From an optimization exercise on the open Yosys and OpenROAD flow, aimed at small area and a short achievable clock period; shortcuts taken in it are not production practice. The RTL was checked by simulation tests, not by an equivalence proof against the original design. Power figures rest on the tool's default switching activity, not on a simulated workload.

==> inputs of quartz <==
==> flow/design.v <==
package kmeans_pkg;
    localparam int K_DEF      = 3;
    localparam int DATA_W_DEF = 16;
    localparam int DEPTH_DEF  = 64;
    localparam int IDX_W_DEF  = $clog2(K_DEF);
    typedef logic [IDX_W_DEF-1:0] cluster_idx_t;
endpackage
module kmeans_rd_or8 (
    input  logic [7:0] s,
    input  logic [7:0] d,
    output logic       y
);
    logic [3:0] p_n;
    for (genvar i = 0; i < 4; i++) begin : g_p
        assign p_n[i] = ~((s[2*i] & d[2*i]) | (s[2*i+1] & d[2*i+1]));
    end
    assign y = ~&p_n;
endmodule
module kmeans_rd_nand2 (
    input  logic [1:0] a,
    output logic       y
);
    assign y = ~&a;
endmodule
module kmeans_rd_nor2 (
    input  logic [1:0] a,
    output logic       y
);
    assign y = ~|a;
endmodule
module kmeans_rd_dec #(
    parameter int K      = 3,
    parameter int ADDR_W = 6,
    parameter int SEL_W  = 2,
    parameter int LO_W   = 3
) (
    input  logic [SEL_W-1:0]         sel,
    input  logic [ADDR_W-1:0]        addr,
    output logic [K*(1<<ADDR_W)-1:0] line
);
    localparam int HI_W = ADDR_W - LO_W;
    logic [K*(1<<HI_W)-1:0] hi;
    logic [(1<<LO_W)-1:0]   lo;
    always_comb begin
        for (int k = 0; k < K; k++)
            for (int h = 0; h < (1 << HI_W); h++)
                hi[k*(1<<HI_W) + h] = (int'(sel) == k) && (int'(addr[ADDR_W-1:LO_W]) == h);
        for (int l = 0; l < (1 << LO_W); l++)
            lo[l] = (int'(addr[LO_W-1:0]) == l);
        for (int i = 0; i < K*(1<<HI_W); i++)
            for (int l = 0; l < (1 << LO_W); l++)
                line[i*(1<<LO_W) + l] = hi[i] && lo[l];
    end
endmodule
module kmeans_cluster_store
#(
    parameter int K      = kmeans_pkg::K_DEF,
    parameter int DATA_W = kmeans_pkg::DATA_W_DEF,
    parameter int DEPTH  = kmeans_pkg::DEPTH_DEF,
    parameter int IDX_W  = $clog2(K),
    parameter int ADDR_W = $clog2(DEPTH),
    parameter int CNT_W  = ADDR_W + 1
    ,parameter int SUM_W = DATA_W + ADDR_W
) (
    input  logic              clk,
    input  logic              reset,
    input  logic              in_valid,
    output logic              in_ready,
    input  logic [DATA_W-1:0] in_data,
    input  logic [IDX_W-1:0]  in_idx,
    input  logic              clr,
    input  logic              rd_en,
    input  logic [IDX_W-1:0]  rd_sel,
    input  logic [ADDR_W-1:0] rd_addr,
    output logic              rd_valid,
    output logic [DATA_W-1:0] rd_data,
    output logic [CNT_W-1:0]  cnt,
    output logic [K-1:0]      full,
    output logic              err
    ,output logic [SUM_W-1:0] sum
);
    localparam int NW = K * DEPTH;           
    localparam int N1 = DEPTH / 8;
    localparam int N2 = N1 / 2;
    localparam int N3 = N2 / 2;
    logic [DATA_W-1:0] mem [NW];
    logic [CNT_W-1:0]  count [K];
    logic [SUM_W-1:0]  acc [K];
    logic [K-1:0]      xfer_k;
    logic              xfer_oob;
    always_comb begin
        in_ready = !clr;
        for (int k = 0; k < K; k++) begin
            full[k]   = count[k][ADDR_W];
            xfer_k[k] = in_valid && !clr && (int'(in_idx) == k) && !count[k][ADDR_W];
            if (int'(in_idx) == k && count[k][ADDR_W]) in_ready = 1'b0;
        end
        xfer_oob = in_valid && !clr && (int'(in_idx) >= K);
    end
    for (genvar k = 0; k < K; k++) begin : g_cnt
        always_ff @(posedge clk or negedge reset) begin
            if (!reset) begin
                count[k] <= '0;
                acc[k]   <= '0;
            end else if (clr) begin
                count[k] <= '0;
                acc[k]   <= '0;
            end else if (xfer_k[k]) begin
                count[k] <= count[k] + CNT_W'(1);
                acc[k]   <= acc[k] + SUM_W'(in_data);
            end
        end
    end
    always_ff @(posedge clk or negedge reset) begin
        if (!reset) begin
            err <= 1'b0;
        end else begin
            err <= xfer_oob;
        end
    end
    for (genvar k = 0; k < K; k++) begin : g_bank
        for (genvar j = 0; j < DEPTH; j++) begin : g_word
            always_ff @(posedge clk) begin
                if (xfer_k[k] && count[k][ADDR_W-1:0] == ADDR_W'(j)) begin
                    mem[k*DEPTH + j] <= in_data;
                end
            end
        end
    end
    logic [NW-1:0]     line;
    logic [DATA_W-1:0] word_n;    
    logic [CNT_W-1:0]  sel_cnt;
    logic              in_range;
    kmeans_rd_dec #(.K(K), .ADDR_W(ADDR_W), .SEL_W(IDX_W)) u_dec (
        .sel  (rd_sel),
        .addr (rd_addr),
        .line (line)
    );
    for (genvar b = 0; b < DATA_W; b++) begin : g_rbit
        logic [K-1:0] t4_n;        
        for (genvar k = 0; k < K; k++) begin : g_rb
            logic [N1-1:0] t1;     
            logic [N2-1:0] t2_n;   
            logic [N3-1:0] t3;     
            for (genvar g = 0; g < N1; g++) begin : g_t1
                logic [7:0] d;
                for (genvar i = 0; i < 8; i++) begin : g_d
                    assign d[i] = mem[k*DEPTH + 8*g + i][b];
                end
                kmeans_rd_or8 u (.s(line[k*DEPTH + 8*g +: 8]), .d(d), .y(t1[g]));
            end
            for (genvar g = 0; g < N2; g++) begin : g_t2
                kmeans_rd_nor2 u (.a(t1[2*g +: 2]), .y(t2_n[g]));
            end
            for (genvar g = 0; g < N3; g++) begin : g_t3
                kmeans_rd_nand2 u (.a(t2_n[2*g +: 2]), .y(t3[g]));
            end
            kmeans_rd_nor2 u_t4 (.a(t3), .y(t4_n[k]));
        end
        assign word_n[b] = &t4_n;
    end
    always_comb begin
        sel_cnt = '0;
        for (int k = 0; k < K; k++) begin
            if (int'(rd_sel) == k) sel_cnt = count[k];
        end
        in_range = (CNT_W'(rd_addr) < sel_cnt);
    end
    always_ff @(posedge clk or negedge reset) begin
        if (!reset) begin
            rd_valid <= 1'b0;
            rd_data  <= '0;
        end else begin
            rd_valid <= rd_en;
            if (rd_en) begin
                rd_data <= ~word_n & {DATA_W{in_range}};
            end
        end
    end
    assign cnt = sel_cnt;
    always_comb begin
        sum = '0;
        for (int k = 0; k < K; k++) begin
            if (int'(rd_sel) == k) sum = acc[k];
        end
    end
endmodule
==> flow/flow/run.sh <==
#!/bin/bash
# The standard layout (standard.sh), with one change: the buffers that
# buffer_ports puts on every input and output port are buf_4 cells instead
# of the tool's default pick (a delay buffer). The make output goes to
# flow_standard.log; ORFS keeps each step's log under orfs/logs/.
set -uo pipefail
bash standard.sh "BUFFER_PORTS_ARGS=-buffer_cell sky130_fd_sc_hd__buf_4" finish > flow_standard.log 2>&1
==> flow/standard.sh <==
#!/bin/bash
# synth_recipe.tcl (not shown) runs the flow's synth.tcl, then flattens the netlist and writes it again
# the make line also repeats each setting of config.mk as NAME=value (left out here)
make -C /OpenROAD-flow-scripts/flow DESIGN_CONFIG=/design/flow/config.mk WORK_HOME=/design/flow/orfs CLKGATE_MAP_FILE= SYNTH_SCRIPT=/design/flow/synth_recipe.tcl "${@:-finish}"
==> flow/config.mk <==
export PLATFORM = sky130hd
export DESIGN_NAME = kmeans_cluster_store
export DESIGN_NICKNAME = kmeans_cluster_store
export VERILOG_FILES = /design/flow/design.v
export SDC_FILE = /design/flow/constraint.sdc
export NUM_CORES = 4
export LEC_CHECK = 0
export CAP_MARGIN = 20
export CORE_MARGIN = 2
export CORE_UTILIZATION = 65
export CTS_CLUSTER_DIAMETER = 100
export CTS_CLUSTER_SIZE = 24
export GPL_TIMING_DRIVEN = 0
export SETUP_SLACK_MARGIN = 1.2
export SLEW_MARGIN = 20
export SYNTH_HIERARCHICAL = 1
==> flow/constraint.sdc <==
create_clock -name core_clock -period 3.5 [get_ports {clk}]
set_input_delay 0.7000 -clock core_clock [delete_from_list [all_inputs] [get_ports {clk}]]
set_output_delay 0.7000 -clock core_clock [all_outputs]
set_load 0.01 [all_outputs]
==> willow (differences from quartz) <==
--- a/flow/design.v
+++ b/flow/design.v
@@ -18,3 +18,3 @@
 endmodule
-module kmeans_rd_nand2 (
+module kmeans_nand2 (
     input  logic [1:0] a,
@@ -24,3 +24,9 @@
 endmodule
-module kmeans_rd_nor2 (
+module kmeans_nand3 (
+    input  logic [2:0] a,
+    output logic       y
+);
+    assign y = ~&a;
+endmodule
+module kmeans_nor2 (
     input  logic [1:0] a,
@@ -29,2 +35,16 @@
     assign y = ~|a;
+endmodule
+module kmeans_and3 (
+    input  logic [2:0] a,
+    output logic       y
+);
+    assign y = &a;
+endmodule
+module kmeans_rd_next (
+    input  logic [2:0] t_n,
+    input  logic       take,
+    input  logic       hold,
+    output logic       y
+);
+    assign y = (~&t_n & take) | hold;
 endmodule
@@ -81,3 +101,5 @@
 );
-    localparam int NW = K * DEPTH;           
+    localparam int NW   = K * DEPTH;         
+    localparam int LO_W = 3;                 
+    localparam int HI_W = ADDR_W - LO_W;
     localparam int N1 = DEPTH / 8;
@@ -90,5 +112,12 @@
     logic              xfer_oob;
+    logic [K-1:0]      rsel;        
+    logic [ADDR_W-1:0] in_slot;     
+    logic [K-1:0]      wq_en;
+    logic [ADDR_W-1:0] wq_slot;
+    logic [DATA_W-1:0] wq_data;
     always_comb begin
         in_ready = !clr;
+        in_slot  = '0;
         for (int k = 0; k < K; k++) begin
+            if (int'(in_idx) == k) in_slot = count[k][ADDR_W-1:0];
             full[k]   = count[k][ADDR_W];
@@ -96,2 +125,3 @@
             if (int'(in_idx) == k && count[k][ADDR_W]) in_ready = 1'b0;
+            rsel[k]   = (int'(rd_sel) == k);
         end
@@ -115,12 +145,31 @@
         if (!reset) begin
-            err <= 1'b0;
+            err   <= 1'b0;
+            wq_en <= '0;
         end else begin
-            err <= xfer_oob;
-        end
+            err   <= xfer_oob;
+            wq_en <= xfer_k;
+        end
+    end
+    always_ff @(posedge clk) begin
+        wq_slot <= in_slot;
+        wq_data <= in_data;
     end
     for (genvar k = 0; k < K; k++) begin : g_bank
+        logic [(1<<LO_W)-1:0] slot_lo;
+        logic [(1<<HI_W)-1:0] slot_hi;
+        always_comb begin
+            for (int l = 0; l < (1 << LO_W); l++)
+                slot_lo[l] = (int'(wq_slot[LO_W-1:0]) == l);
+            for (int h = 0; h < (1 << HI_W); h++)
+                slot_hi[h] = (int'(wq_slot[ADDR_W-1:LO_W]) == h);
+        end
         for (genvar j = 0; j < DEPTH; j++) begin : g_word
+            logic we;
+            kmeans_and3 u_we (
+                .a({wq_en[k], slot_hi[j >> LO_W], slot_lo[j % (1 << LO_W)]}),
+                .y(we)
+            );
             always_ff @(posedge clk) begin
-                if (xfer_k[k] && count[k][ADDR_W-1:0] == ADDR_W'(j)) begin
-                    mem[k*DEPTH + j] <= in_data;
+                if (we) begin
+                    mem[k*DEPTH + j] <= wq_data;
                 end
@@ -130,5 +179,7 @@
     logic [NW-1:0]     line;
-    logic [DATA_W-1:0] word_n;    
-    logic [CNT_W-1:0]  sel_cnt;
+    logic [DATA_W-1:0] rd_next;
     logic              in_range;
+    logic              pend_hit;    
+    logic              take_mem;    
+    logic              take_pend;   
     kmeans_rd_dec #(.K(K), .ADDR_W(ADDR_W), .SEL_W(IDX_W)) u_dec (
@@ -138,2 +189,11 @@
     );
+    always_comb begin
+        in_range = 1'b0;
+        for (int k = 0; k < K; k++) begin
+            if (rsel[k] && CNT_W'(rd_addr) < count[k]) in_range = 1'b1;
+        end
+        pend_hit  = (|(wq_en & rsel)) && (wq_slot == rd_addr);
+        take_mem  = rd_en && in_range && !pend_hit;
+        take_pend = rd_en && in_range && pend_hit;
+    end
     for (genvar b = 0; b < DATA_W; b++) begin : g_rbit
@@ -152,17 +212,15 @@
             for (genvar g = 0; g < N2; g++) begin : g_t2
-                kmeans_rd_nor2 u (.a(t1[2*g +: 2]), .y(t2_n[g]));
+                kmeans_nor2 u (.a(t1[2*g +: 2]), .y(t2_n[g]));
             end
             for (genvar g = 0; g < N3; g++) begin : g_t3
-                kmeans_rd_nand2 u (.a(t2_n[2*g +: 2]), .y(t3[g]));
-            end
-            kmeans_rd_nor2 u_t4 (.a(t3), .y(t4_n[k]));
-        end
-        assign word_n[b] = &t4_n;
-    end
-    always_comb begin
-        sel_cnt = '0;
-        for (int k = 0; k < K; k++) begin
-            if (int'(rd_sel) == k) sel_cnt = count[k];
-        end
-        in_range = (CNT_W'(rd_addr) < sel_cnt);
+                kmeans_nand2 u (.a(t2_n[2*g +: 2]), .y(t3[g]));
+            end
+            kmeans_nor2 u_t4 (.a(t3), .y(t4_n[k]));
+        end
+        kmeans_rd_next u_next (
+            .t_n (t4_n),
+            .take(take_mem),
+            .hold((take_pend && wq_data[b]) || (!rd_en && rd_data[b])),
+            .y   (rd_next[b])
+        );
     end
@@ -174,14 +232,19 @@
             rd_valid <= rd_en;
-            if (rd_en) begin
-                rd_data <= ~word_n & {DATA_W{in_range}};
-            end
-        end
-    end
-    assign cnt = sel_cnt;
-    always_comb begin
-        sum = '0;
-        for (int k = 0; k < K; k++) begin
-            if (int'(rd_sel) == k) sum = acc[k];
-        end
-    end
-endmodule
+            rd_data  <= rd_next;
+        end
+    end
+    for (genvar b = 0; b < CNT_W; b++) begin : g_cnt_out
+        logic [K-1:0] p_n;
+        for (genvar k = 0; k < K; k++) begin : g_p
+            kmeans_nand2 u (.a({rsel[k], count[k][b]}), .y(p_n[k]));
+        end
+        kmeans_nand3 u_o (.a(p_n), .y(cnt[b]));
+    end
+    for (genvar b = 0; b < SUM_W; b++) begin : g_sum_out
+        logic [K-1:0] p_n;
+        for (genvar k = 0; k < K; k++) begin : g_p
+            kmeans_nand2 u (.a({rsel[k], acc[k][b]}), .y(p_n[k]));
+        end
+        kmeans_nand3 u_o (.a(p_n), .y(sum[b]));
+    end
+endmodule
==> flow/run.sh (new file) <==
#!/bin/bash
# synth_recipe.tcl (not shown) runs the flow's synth.tcl, then flattens the netlist and writes it again
# the make line also repeats each setting of config.mk as NAME=value (left out here)
make -C /OpenROAD-flow-scripts/flow DESIGN_CONFIG=/design/flow/config.mk WORK_HOME=/design/flow/orfs CLKGATE_MAP_FILE= SYNTH_SCRIPT=/design/flow/synth_recipe.tcl finish
removed: flow/flow/run.sh
removed: flow/standard.sh
==> onyx (differences from quartz) <==
--- a/flow/design.v
+++ b/flow/design.v
@@ -7,48 +7,8 @@
 endpackage
-module kmeans_rd_or8 (
-    input  logic [7:0] s,
-    input  logic [7:0] d,
-    output logic       y
+module kmeans_rd_aoi3 (
+    input  logic [2:0] s,
+    input  logic [2:0] d,
+    output logic       y_n
 );
-    logic [3:0] p_n;
-    for (genvar i = 0; i < 4; i++) begin : g_p
-        assign p_n[i] = ~((s[2*i] & d[2*i]) | (s[2*i+1] & d[2*i+1]));
-    end
-    assign y = ~&p_n;
-endmodule
-module kmeans_rd_nand2 (
-    input  logic [1:0] a,
-    output logic       y
-);
-    assign y = ~&a;
-endmodule
-module kmeans_rd_nor2 (
-    input  logic [1:0] a,
-    output logic       y
-);
-    assign y = ~|a;
-endmodule
-module kmeans_rd_dec #(
-    parameter int K      = 3,
-    parameter int ADDR_W = 6,
-    parameter int SEL_W  = 2,
-    parameter int LO_W   = 3
-) (
-    input  logic [SEL_W-1:0]         sel,
-    input  logic [ADDR_W-1:0]        addr,
-    output logic [K*(1<<ADDR_W)-1:0] line
-);
-    localparam int HI_W = ADDR_W - LO_W;
-    logic [K*(1<<HI_W)-1:0] hi;
-    logic [(1<<LO_W)-1:0]   lo;
-    always_comb begin
-        for (int k = 0; k < K; k++)
-            for (int h = 0; h < (1 << HI_W); h++)
-                hi[k*(1<<HI_W) + h] = (int'(sel) == k) && (int'(addr[ADDR_W-1:LO_W]) == h);
-        for (int l = 0; l < (1 << LO_W); l++)
-            lo[l] = (int'(addr[LO_W-1:0]) == l);
-        for (int i = 0; i < K*(1<<HI_W); i++)
-            for (int l = 0; l < (1 << LO_W); l++)
-                line[i*(1<<LO_W) + l] = hi[i] && lo[l];
-    end
+    assign y_n = ~|(s & d);
 endmodule
@@ -82,5 +42,3 @@
     localparam int NW = K * DEPTH;           
-    localparam int N1 = DEPTH / 8;
-    localparam int N2 = N1 / 2;
-    localparam int N3 = N2 / 2;
+    localparam int NG = (NW + 2) / 3;        
     logic [DATA_W-1:0] mem [NW];
@@ -129,33 +87,28 @@
     end
-    logic [NW-1:0]     line;
-    logic [DATA_W-1:0] word_n;    
+    logic [3*NG-1:0]   line;
+    logic [DATA_W-1:0] word;
+    logic              in_range;
     logic [CNT_W-1:0]  sel_cnt;
-    logic              in_range;
-    kmeans_rd_dec #(.K(K), .ADDR_W(ADDR_W), .SEL_W(IDX_W)) u_dec (
-        .sel  (rd_sel),
-        .addr (rd_addr),
-        .line (line)
-    );
+    always_comb begin
+        line = '0;
+        for (int k = 0; k < K; k++) begin
+            for (int j = 0; j < DEPTH; j++) begin
+                line[k*DEPTH + j] = (int'(rd_sel) == k) && (int'(rd_addr) == j);
+            end
+        end
+    end
     for (genvar b = 0; b < DATA_W; b++) begin : g_rbit
-        logic [K-1:0] t4_n;        
-        for (genvar k = 0; k < K; k++) begin : g_rb
-            logic [N1-1:0] t1;     
-            logic [N2-1:0] t2_n;   
-            logic [N3-1:0] t3;     
-            for (genvar g = 0; g < N1; g++) begin : g_t1
-                logic [7:0] d;
-                for (genvar i = 0; i < 8; i++) begin : g_d
-                    assign d[i] = mem[k*DEPTH + 8*g + i][b];
+        logic [NG-1:0] part_n;
+        for (genvar g = 0; g < NG; g++) begin : g_slice
+            logic [2:0] d;
+            for (genvar i = 0; i < 3; i++) begin : g_d
+                if (3*g + i < NW) begin : g_w
+                    assign d[i] = mem[3*g + i][b];
+                end else begin : g_z
+                    assign d[i] = 1'b0;
                 end
-                kmeans_rd_or8 u (.s(line[k*DEPTH + 8*g +: 8]), .d(d), .y(t1[g]));
             end
-            for (genvar g = 0; g < N2; g++) begin : g_t2
-                kmeans_rd_nor2 u (.a(t1[2*g +: 2]), .y(t2_n[g]));
-            end
-            for (genvar g = 0; g < N3; g++) begin : g_t3
-                kmeans_rd_nand2 u (.a(t2_n[2*g +: 2]), .y(t3[g]));
-            end
-            kmeans_rd_nor2 u_t4 (.a(t3), .y(t4_n[k]));
+            kmeans_rd_aoi3 u_aoi (.s(line[3*g +: 3]), .d(d), .y_n(part_n[g]));
         end
-        assign word_n[b] = &t4_n;
+        assign word[b] = ~&part_n;
     end
@@ -175,3 +128,3 @@
             if (rd_en) begin
-                rd_data <= ~word_n & {DATA_W{in_range}};
+                rd_data <= in_range ? word : '0;
             end
==> flow/run.sh (new file) <==
#!/bin/bash
# synth_recipe.tcl (not shown) runs the flow's synth.tcl, then flattens the netlist and writes it again
# the make line also repeats each setting of config.mk as NAME=value (left out here)
make -C /OpenROAD-flow-scripts/flow DESIGN_CONFIG=/design/flow/config.mk WORK_HOME=/design/flow/orfs CLKGATE_MAP_FILE= SYNTH_SCRIPT=/design/flow/synth_recipe.tcl finish
CORE_UTILIZATION = 50   (was 65)
CTS_CLUSTER_DIAMETER = default   (was 100)
CTS_CLUSTER_SIZE = default   (was 24)
GPL_TIMING_DRIVEN = default   (was 0)
SETUP_SLACK_MARGIN = 0.2   (was 1.2)
removed: flow/flow/run.sh
removed: flow/standard.sh
==> qor summary <==
| metric | quartz | onyx | willow |
|---|---|---|---|
| Met2 Track Usage GR | 0.561 | 0.479 | 0.527 |
| Die extent in x | 430 um | 483 um | 432 um |
| Number of DRC violations after detailed-routing iteration 0 | 12.0k | 14.3k | 10.9k |
| Global-route wire length before repair | 477,000 um | 513,000 um | 459,000 um |
| Result of the run | finished clean | finished clean | finished clean |
| Number of multi-input logic gates | 3,491 | 2,560 | 3,506 |
| Worst stage delay on the critical path | 0.44 ns | 0.66 ns | 0.53 ns |
| Port buffer count | 80 | 81 | 80 |
| Final instance count without filler cells | 10.4k | 10.9k | 9,850 |
| Power Internal | 50,800 uW | 63,000 uW | 51,000 uW |
| Fill count | 9,050 | 15.6k | 10.4k |
| Routability congestion estimate | 0.884 | 0.965 | 0.875 |
| Total of flip-flops plus latches after synthesis | 3,177 | 3,177 | 3,202 |
| Max IR drop VDD | 0.477 mV | 0.404 mV | 0.506 mV |
| Post-synthesis mux area share | 0.00281 | 0.00280 | 0.00119 |
| Number of vias per cell | 7.17 | 6.63 | 7.17 |
| Number of sequential cells | 3,177 | 3,177 | 3,202 |
| Capture endpoint of the worst hold path | rd_valid | mem[64][10] | count[0][1] |
| TritonCTS Buffers | 150 | 334 | 152 |
| Crit-path most repeated cell | sky130_fd_sc_hd__buf_12 | - | sky130_fd_sc_hd__nor2_4 |
| Synth-to-layout area growth | 22.9% | 26.3% | 15.3% |
| Maximum clock frequency | 345 MHz | 304 MHz | 369 MHz |
| Number of cells on the critical path | 16 | 16 | 11 |
| Endpoint arrival time on the critical path | 3.65 ns | 4.09 ns | 3.45 ns |
| Non-clock buffering overhead in the final layout | 0.0994 | 0.107 | 0.0493 |
| Die Y-Extent | 430 um | 483 um | 432 um |
| Share of cells above drive strength 1 | 0.270 | 0.259 | 0.198 |

## afterwards: timing with drivers on the ports
In the flow no input, the clock included, has a driving cell. The finished layouts below were timed again as built, in two steps.
Step 1 sets driving cells, clkbuf_16 on the clock port and buf_2 on the other inputs (assumed; they add their load-dependent delay and slew).
Step 2 times the ports against the registers' clock, not the clock port: input delays grow and output delays shrink by t, the midpoint of the rising clock arrivals with the driver on.
a / b / c = no drivers / after step 1 / after step 2; a / b = the first two.
run	t (ns)	setup WS [ns]	hold WS [ns]	clock arrival spread, ns	pins driven straight from the clock port
quartz	0.951	0.601 / 0.525 / -0.338	0.065 / -0.009 / 0.543	0.036 / 0.036	1
willow	0.937	0.787 / 0.785 / -0.093	0.086 / 0.030 / 0.503	0.036 / 0.036	1
onyx	1.042	0.213 / 0.135 / -0.867	0.069 / 0.028 / 0.499	0.074 / 0.073	1
Met with ideal ports but missed after step 2: setup timing in every run listed. The setup slack of onyx, which loses most, moves by -0.078 ns with the drivers and by -1.080 ns with both steps.
